From an optimization exercise on the open Yosys and OpenROAD flow, aimed at small area, a short achievable clock period and few clock cycles per item; shortcuts taken in it are not production practice.
Only simulation tests tie the RTL to the original design; equivalence was not proved.

==> flow/design.v (excerpt) <==
module dds_sine_sample_generator (
    input  logic                  clk,
    input  logic                  rst_n,
    input  logic                  in_valid,
    output logic                  in_ready,
    input  logic                  restart,
    output logic                  out_valid,
    input  logic                  out_ready,
    output dds_pkg::code_t        sample,
    input  logic                  cfg_valid,
    output logic                  cfg_ready,
    input  logic [1:0]            cfg_index,
    input  logic [31:0]           cfg_data
);
    logic [31:0] phase_step_reg;
    logic [11:0] low_code_reg;
    logic [11:0] high_code_reg;
    logic [31:0] phase_acc_reg;
    logic [31:0] acc_sum;
    logic        in_ready_reg, in_busy_reg, in_fire;
    logic        v1_reg, v2_reg, v3_reg;
    logic        en1, en2, en3;
    logic [11:0] sine1_reg, lo1_reg;
    logic [5:0]  neg1_reg, one1_reg, two1_reg;
    logic        top1_reg;
    logic [23:0] row2a_reg, row2b_reg;
    logic [23:0] x3_reg;
    logic [11:0] head_reg, tail_reg;
    logic        head_v_reg, tail_v_reg;
    logic [11:0] rom_val, sine_next, lo_next, span_next;
    logic [23:0] row_a, row_b;
    logic [23:0] x_sum;
    logic [11:0] res;
    logic        wr, rd;
    logic        v1_next, v2_next, v3_next, head_v_next, tail_v_next;
    assign cfg_ready = 1'b1;
    always_ff @(posedge clk or negedge rst_n)
    begin
        if (!rst_n)
        begin
            phase_step_reg <= '0;
  ...
Size in the first run: roughly 1,600 cells after synthesis, roughly 55 I/O pins, ~17,000 um^2 of cells after synthesis.
Settings: LEC_CHECK=0, CAP_MARGIN=20, CORE_MARGIN=2, CORE_UTILIZATION=40, SLEW_MARGIN=20; clock period 11.0 ns.
standard.sh (not shown) runs the stock make flow with config.mk's settings and CLKGATE_MAP_FILE= SYNTH_SCRIPT=/design/flow/synth_recipe.tcl, a recipe that flattens the netlist after the stock synthesis.
==> flow/flow/run.sh <==
#!/bin/bash
# The standard layout (the standard.sh) with changes to how it is made:
#  - after the standard synthesis, flow/fa_polarity.py removes inverter
#    pairs around full-adder cells (a full adder is self-dual, so an adder
#    whose inputs all arrive inverted can take the plain inputs and give
#    inverted outputs); the netlist's function and registers are unchanged;
#  - port buffers use a plain buffer cell instead of the delay cell the
#    resizer picks by default;
set -euo pipefail
run_std() {
  bash standard.sh \
  "SETUP_SLACK_MARGIN=7.65" \
  "CTS_CLUSTER_SIZE=20" \
  "CTS_CLUSTER_DIAMETER=60" \
  "CTS_BUF_LIST=sky130_fd_sc_hd__clkbuf_8" \
  "BUFFER_PORTS_ARGS=-buffer_cell sky130_fd_sc_hd__buf_2" \
  "$@"
}
run_std synth > standard_synth.log 2>&1
R=orfs/results/${FLOW_PLATFORM}/dds_sine_sample_generator/base
python3 flow/fa_polarity.py $R/1_2_yosys.v $R/1_2_yosys_pol.v > fa_polarity.log 2>&1
cp $R/1_2_yosys.v $R/1_2_yosys_orig.v
mv $R/1_2_yosys_pol.v $R/1_2_yosys.v
rm -f $R/1_synth.odb $R/1_synth.sdc
run_std finish > standard_flow.log 2>&1
Other scripts of this flow, unchanged in this note and not shown: flow/flow/fa_polarity.py
Testbench counts at the start, summed over its fixed seeds: cycles 16,016, items 16,000.
Rerun with:
--- a/flow/flow/run.sh
+++ b/flow/flow/run.sh
@@ -12 +12 @@
-  "SETUP_SLACK_MARGIN=7.65" \
+  "SETUP_SLACK_MARGIN=7.7" \
@@ -15 +14,0 @@
-  "CTS_BUF_LIST=sky130_fd_sc_hd__clkbuf_8" \
Outcome:
- routed wire length climbs by 1.8%
- non-clock buffer count climbs by 27
- synthesized area is unchanged
- global-route usage climbs by 0.25 points
Rerun with:
--- a/flow/flow/run.sh
+++ b/flow/flow/run.sh
@@ -12 +12 @@
-  "SETUP_SLACK_MARGIN=7.7" \
+  "SETUP_SLACK_MARGIN=7.6" \
Count of clock-buffer cells in the layout goes up by 5.
Hold slack gets better by 0.0047 ns.
Setup slack gains 0.053 ns.
Maximum frequency climbs by 1.6%.
Final cell count shrinks by 1.6%.
Design area shrinks by 2.4%.
Sequential cell count is unchanged.
Rerun with:
--- a/flow/flow/run.sh
+++ b/flow/flow/run.sh
@@ -14,0 +15 @@
+  "CTS_BUF_LIST=sky130_fd_sc_hd__clkbuf_8" \
=> Design area drops by 1.0%; non-clock buffer count climbs by 9; global-route usage barely changes; synthesized area stays the same; final cell count climbs by 0.40%; count of clock-buffer cells in the layout drops by 5; critical path depth climbs by 1; clock skew stays flat; die area does not change; first-iteration DRC count climbs by about 2%.
Rerun with:
--- a/flow/flow/run.sh
+++ b/flow/flow/run.sh
@@ -13 +13 @@
-  "CTS_CLUSTER_SIZE=20" \
+  "CTS_CLUSTER_SIZE=24" \
The new run passed the timing, design-rule and antenna checks.
Cell count does not change.
Clock-buffer cell count stays the same.
Worst setup slack does not change.
Non-clock buffer count stays the same.
Synthesized cell count is unchanged.
Design area is unchanged.
Global-route usage stays the same.
Rerun with:
--- a/flow/flow/run.sh
+++ b/flow/flow/run.sh
@@ -13,3 +13,2 @@
-  "CTS_CLUSTER_SIZE=24" \
-  "CTS_CLUSTER_DIAMETER=60" \
-  "CTS_BUF_LIST=sky130_fd_sc_hd__clkbuf_8" \
+  "CTS_CLUSTER_SIZE=16" \
+  "CTS_CLUSTER_DIAMETER=50" \
After rerunning: The changed run finished with timing, DRC and antenna clean. Count of clock-buffer cells in the layout climbs by 13. Register-to-register slack loses 0.05 ns. Routed wire length rose by 1.4%. Final area rises by 3.0%. Maximum frequency decreases by 1.4%. Flip-flop and latch count stays the same. Non-clock buffer count does not change.

[static timing again, ports no longer ideal]
In the flow no input, the clock included, has a driving cell. The finished layouts below were timed again as built, in two steps. Step 1, drivers: a clkbuf_16 drives clk and a buf_2 each remaining input, both assumed. Step 2 moves the port delays by t, midway between the first and last clock arrival at a register: inputs arrive t later, outputs are due t later. That takes back most of the time a late clock gives input paths. Three values: ideal ports, drivers, drivers and shift; two values: the first two.
run	t, ns	setup WS [ns]	worst setup path at the end
the first run	0.613	7.650 / 7.650 / 7.251	input to register
the second run	0.585	7.604 / 7.604 / 7.435	input to register
the third run	0.575	7.658 / 7.658 / 7.276	input to register
the fourth run	0.626	7.684 / 7.639 / 7.125	input to register
the fifth run	0.626	7.684 / 7.639 / 7.125	input to register
the sixth run	0.611	7.636 / 7.636 / 7.133	input to register
After both steps every run listed still meets setup and hold.
